Source: an optimization exercise on an open RTL-to-GDS flow (aim: small area, a short achievable clock period and few clock cycles). Production flows keep margins and buffers that such runs may drop. RTL that was checked went through simulation tests only; none was proved equivalent to the original. No driver is modelled on the clock port, so clock power and skew are understated where the tree is cut down; a real chip needs a root buffer or a tree. Power figures rest on the tool's default switching activity, not on a simulated workload.

==> inputs of job 4851 <==
## substring_position_search
module substring_position_search #(
  parameter int MAX_PATTERN = sps_pkg::MAX_PATTERN_DEF,
  parameter int MAX_TEXT    = sps_pkg::MAX_TEXT_DEF
) (
  input  wire logic                          clk_i,
  input  wire logic                          rst_ni,
  input  wire logic                          cfg_we_i,
  input  wire logic [sps_pkg::CFG_IDX_W-1:0] cfg_idx_i,
  input  wire logic [sps_pkg::CFG_W-1:0]     cfg_data_i,
  input  wire logic                          text_valid_i,
  output logic                               text_ready_o,
  input  wire logic                          text_cmd_i,
  input  wire logic [sps_pkg::BYTE_W-1:0]    text_byte_i,
  output logic                               result_valid_o,
  input  wire logic                          result_ready_i,
  output logic                               result_found_o,
  output logic [sps_pkg::POS_W-1:0]          result_position_o,
  output logic [sps_pkg::STATUS_W-1:0]       result_status_o
);
clock: 6.0 ns
lec_check: 0
abc_clock_period_in_ps: 2000
cap_margin: 20
core_margin: 2
core_utilization: 40
cts_cluster_diameter: 100
cts_cluster_size: 20
setup_slack_margin: 3.8
slew_margin: 20
standard.sh (not shown) runs the stock make flow with config.mk's settings and CLKGATE_MAP_FILE= SYNTH_SCRIPT=/design/flow/synth_recipe.tcl, a recipe that flattens the netlist after the stock synthesis.
==> flow/flow/run.sh <==
#!/bin/bash
set -e
export BUFFER_PORTS_ARGS="-buffer_cell sky130_fd_sc_hd__buf_1"
export PRE_CTS_TCL="$PWD/flow/pre_cts.tcl"
export MTREE_LEAVES=10
bash standard.sh > standard.log 2>&1
==> flow/flow/pre_cts.tcl <==
# Replace TritonCTS with a hand-built two-level clock tree (mtree.tcl): a root
# buffer driving K leaf buffers, each leaf at the centre of a balanced cluster
# of flip-flops. The rest of the CTS step (legalisation, timing repair) runs
# as usual.
source [file join [file dirname [info script]] mtree.tcl]
mtree_build $::env(MTREE_LEAVES) sky130_fd_sc_hd__clkbuf_16 sky130_fd_sc_hd__clkbuf_16
rename clock_tree_synthesis __tritoncts
proc clock_tree_synthesis {args} { puts "clock tree built by mtree.tcl; TritonCTS not run" }
set_propagated_clock [all_clocks]
Other scripts of this flow, unchanged in this note and not shown: flow/flow/mtree.tcl
==> job 6952: changes against job 4851 <==
--- a/flow/design.v
+++ b/flow/design.v
@@ -51,10 +51,15 @@
   logic [sps_pkg::CFG_W-1:0] pat_low_q, pat_high_q;
   logic                      pat_low_set_q, pat_high_set_q;
   logic [LEN_W-1:0]          len_q;
   logic                      backward_q;
   logic [POS_W-1:0]          bound_q;
+  logic                   s0_valid_q;
+  logic                   s0_end_q;
+  logic [BYTE_W-1:0]      s0_byte_q;
+  logic                   s0_may_take_q;   
+  logic [1:0]             seen_q;          
   logic [MAX_PATTERN-1:0] pm_q;         
   logic [CNT_W-1:0]       count_q;      
   logic                   overflow_q;
   logic                   ge_q;         
   logic                   byte_q;       
@@ -66,40 +71,57 @@
   logic [POS_W-1:0]             pos_q;   
   logic                         out_valid_q;
   logic                         found_q;
   logic [sps_pkg::STATUS_W-1:0] status_q;
   logic                         ready_q;
-  logic                 in_xfer, byte_xfer, end_xfer, byte_adv, may_take;
+  logic                 in_xfer, in_may_take, s1_byte, s1_end, byte_adv;
   logic [2*sps_pkg::CFG_W-1:0] pattern;
-  logic                 len0, len_le1, len0_next;
+  logic                 len0, len0_next;
   logic [MAX_PATTERN-1:0] eq;
   logic                 byte_zero, ge_now;
-  logic                 hit, take, blocked, hold_end, hold_byte, load, out_next;
+  logic                 hit, take, hold_end, hold_byte, load, out_next;
+  logic                 byte_next, may_take_next, end_next, needs_out_next;
   logic [LEN_W:0]       start_lo;
   logic [POS_W-LEN_W-1:0] start_hi, start_hi_m1;
   logic [POS_W-1:0]     start_pos;
   logic                 res_found, res_pos_ok;
   logic [sps_pkg::STATUS_W-1:0] res_status;
-  assign in_xfer   = text_valid_i && ready_q;
-  assign byte_xfer = in_xfer && (text_cmd_i == sps_pkg::CMD_TEXT);
-  assign end_xfer  = in_xfer && (text_cmd_i == sps_pkg::CMD_END);
-  assign byte_adv  = byte_xfer && !overflow_q && !count_q[CNT_W-1];
   assign pattern = {pat_high_q, pat_low_q};
   assign len0    = (len_q == '0);
-  assign len_le1 = (len_q[LEN_W-1:1] == '0);
-  assign byte_zero = (text_byte_i == '0);
+  assign in_xfer = text_valid_i && ready_q;
+  assign in_may_take = seen_q[1] || (len_q <= LEN_W'(seen_q) + LEN_W'(1));
+  always_ff @(posedge clk_i or negedge rst_ni) begin
+    if (!rst_ni) begin
+      s0_valid_q <= 1'b0;
+      seen_q     <= '0;
+    end else begin
+      s0_valid_q <= in_xfer;
+      if (in_xfer) begin
+        if (text_cmd_i == sps_pkg::CMD_END) seen_q <= '0;
+        else if (!seen_q[1])                seen_q <= seen_q + 2'd1;
+      end
+    end
+  end
+  always_ff @(posedge clk_i) begin
+    s0_end_q      <= (text_cmd_i == sps_pkg::CMD_END);
+    s0_byte_q     <= text_byte_i;
+    s0_may_take_q <= in_may_take;
+  end
+  assign s1_byte  = s0_valid_q && !s0_end_q;
+  assign s1_end   = s0_valid_q && s0_end_q;
+  assign byte_adv = s1_byte && !overflow_q && !count_q[CNT_W-1];
+  assign byte_zero = (s0_byte_q == '0);
   always_comb begin
     for (int j = 0; j < MAX_PATTERN; j++) begin
       if ((j < 8) ? pat_low_set_q : pat_high_set_q) begin
-        eq[j] = (pattern[BYTE_W*j +: BYTE_W] == text_byte_i);
+        eq[j] = (pattern[BYTE_W*j +: BYTE_W] == s0_byte_q);
       end else begin
         eq[j] = byte_zero;
       end
     end
   end
   assign ge_now = ge_q || (count_q == CNT_W'(bound_q));
-  assign may_take = (count_q != '0) || len_le1;
   always_comb begin
     hit = 1'b0;
     for (int l = 1; l <= MAX_PATTERN; l++) begin
       if (len_q == LEN_W'(l)) hit = pm_q[l-1];
     end
@@ -107,14 +129,13 @@
   assign start_lo    = {1'b0, count_q[LEN_W-1:0]} - {1'b0, len_q};
   assign start_hi    = count_q[POS_W-1:LEN_W];
   assign start_hi_m1 = count_q[POS_W-1:LEN_W] - 1'b1;
   assign start_pos   = {start_lo[LEN_W] ? start_hi_m1 : start_hi, start_lo[LEN_W-1:0]};
   assign take = byte_q && hit && (backward_q ? !cond_q : !match_valid_q);
-  assign blocked   = out_valid_q;
-  assign hold_end  = end_q && blocked;
-  assign hold_byte = byte_q && may_take_q && blocked;
-  assign load      = end_q && !blocked;
+  assign hold_end  = end_q && out_valid_q;
+  assign hold_byte = byte_q && may_take_q && out_valid_q;
+  assign load      = end_q && !out_valid_q;
   assign out_next  = load || (out_valid_q && !result_ready_i);
   always_comb begin
     res_found  = 1'b0;
     res_status = sps_pkg::STATUS_OK;
     if (e_ovf_q) begin
@@ -159,41 +180,44 @@
     if (!rst_ni) begin
       pm_q       <= '0;
       count_q    <= '0;
       overflow_q <= 1'b0;
       ge_q       <= 1'b0;
-    end else if (end_xfer) begin
+    end else if (s1_end) begin
       pm_q       <= '0;
       count_q    <= '0;
       overflow_q <= 1'b0;
       ge_q       <= 1'b0;
-    end else if (byte_xfer && !overflow_q) begin
+    end else if (s1_byte && !overflow_q) begin
       if (count_q[CNT_W-1]) begin
         overflow_q <= 1'b1;
       end else begin
         pm_q    <= {pm_q[MAX_PATTERN-2:0], backward_q || ge_now} & eq;
         count_q <= count_q + CNT_W'(1);
         ge_q    <= ge_now;
       end
     end
   end
+  assign byte_next     = byte_adv || hold_byte;
+  assign may_take_next = (byte_adv && s0_may_take_q) || hold_byte;
+  assign end_next      = s1_end || hold_end;
   always_ff @(posedge clk_i or negedge rst_ni) begin
     if (!rst_ni) begin
       byte_q     <= 1'b0;
       may_take_q <= 1'b0;
       end_q      <= 1'b0;
     end else begin
-      byte_q     <= byte_adv || hold_byte;
-      may_take_q <= (byte_adv && may_take) || hold_byte;
-      end_q      <= end_xfer || hold_end;
-    end
-  end
-  always_ff @(posedge clk_i) begin
-    if (in_xfer) begin
+      byte_q     <= byte_next;
+      may_take_q <= may_take_next;
+      end_q      <= end_next;
+    end
+  end
+  always_ff @(posedge clk_i) begin
+    if (s0_valid_q) begin
       cond_q <= ge_q;
     end
-    if (end_xfer) begin
+    if (s1_end) begin
       e_empty_q <= (count_q == '0);
       e_ovf_q   <= overflow_q;
       e_back_q  <= backward_q;
       e_len0_q  <= len0;
     end
@@ -207,11 +231,13 @@
       match_valid_q <= 1'b1;
     end
   end
   always_ff @(posedge clk_i) begin
     if (load) begin
-      pos_q <= !res_pos_ok ? '0 : e_len0_q ? bound_q : pos_q;
+      if (!res_pos_ok) pos_q <= '0;
+    end else if (s1_end && len0) begin
+      pos_q <= bound_q;
     end else if (take && !hold_byte) begin
       pos_q <= start_pos;
     end
   end
   always_ff @(posedge clk_i or negedge rst_ni) begin
@@ -225,18 +251,21 @@
     if (load) begin
       found_q  <= res_found;
       status_q <= res_status;
     end
   end
+  assign needs_out_next = (may_take_next && byte_next && out_next)
+                          || (in_xfer && (text_cmd_i == sps_pkg::CMD_END || in_may_take));
   assign len0_next = (cfg_we_i && cfg_idx_i == sps_pkg::CFG_PATTERN_LENGTH)
                      ? (cfg_data_i[LEN_W-1:0] == '0) : len0;
   always_ff @(posedge clk_i or negedge rst_ni) begin
     if (!rst_ni) begin
       ready_q <= 1'b0;
     end else begin
-      ready_q <= !(((end_xfer || hold_end || (byte_adv && may_take) || hold_byte) && out_next)
-                   || (len0_next && (out_next || end_xfer || hold_end)));
+      ready_q <= !((needs_out_next || (end_next && out_next)) && (out_next || end_next))
+                 && !(len0_next && (out_next || end_next
+                                    || (in_xfer && text_cmd_i == sps_pkg::CMD_END)));
     end
   end
   assign text_ready_o      = ready_q;
   assign result_valid_o    = out_valid_q;
   assign result_found_o    = found_q;
==> flow/flow/run.sh (replaced) <==
#!/bin/bash
set -e
export BUFFER_PORTS_ARGS="-buffer_cell sky130_fd_sc_hd__buf_1"
export PRE_CTS_TCL="$PWD/flow/pre_cts.tcl"
export MTREE_LEAVES=9
bash standard.sh > standard.log 2>&1
CORE_UTILIZATION = 50   (was 40)
CTS_CLUSTER_DIAMETER = default   (was 100)
CTS_CLUSTER_SIZE = default   (was 20)
==> summary of the runs <==
In job 6952 the sequential power is higher than in job 4851, by about 5%. Sequential share of layout area: job 4851 is lower than job 6952 (2.7 points). Against job 4851, the area after synthesis of job 6952 is higher by 3.6%. Between job 4851 and job 6952, the lower cell area is in job 6952 (gap about 0.6%, measured against job 6952). In job 4851 the maximum frequency is smaller than in job 6952, by 3.4%.
Testbench counts of job 6952, summed over its fixed seeds: cycles 176,684.
The RTL of job 4851 was laid out without a check of its function. In every run of this note, the design's own scripts or RTL, not TritonCTS, make the clock network.

[separate check: timing with driven ports]
Ports are ideal in the flow. The routed layouts listed here were re-timed in OpenROAD.
Step 1, drivers: a clkbuf_16 drives clk_i and a buf_2 each remaining input, both assumed.
Step 2 times the ports against the registers' clock, not the clock port: input delays grow and output delays shrink by t, the midpoint of the rising clock arrivals with the driver on.
a / b / c = no drivers / after step 1 / after step 2; a / b = the first two.
run | t (ns) | slack for setup (ns) | worst setup path at the end
job 4851 | 0.451 | 3.766 / 3.775 / 3.340 | input to register
job 6952 | 0.447 | 3.842 / 3.833 / 3.417 | input to register
After both steps setup and hold are still met in every run listed. The setup slack of job 4851, which loses most, moves by +0.009 ns with the drivers and by -0.426 ns with both steps.
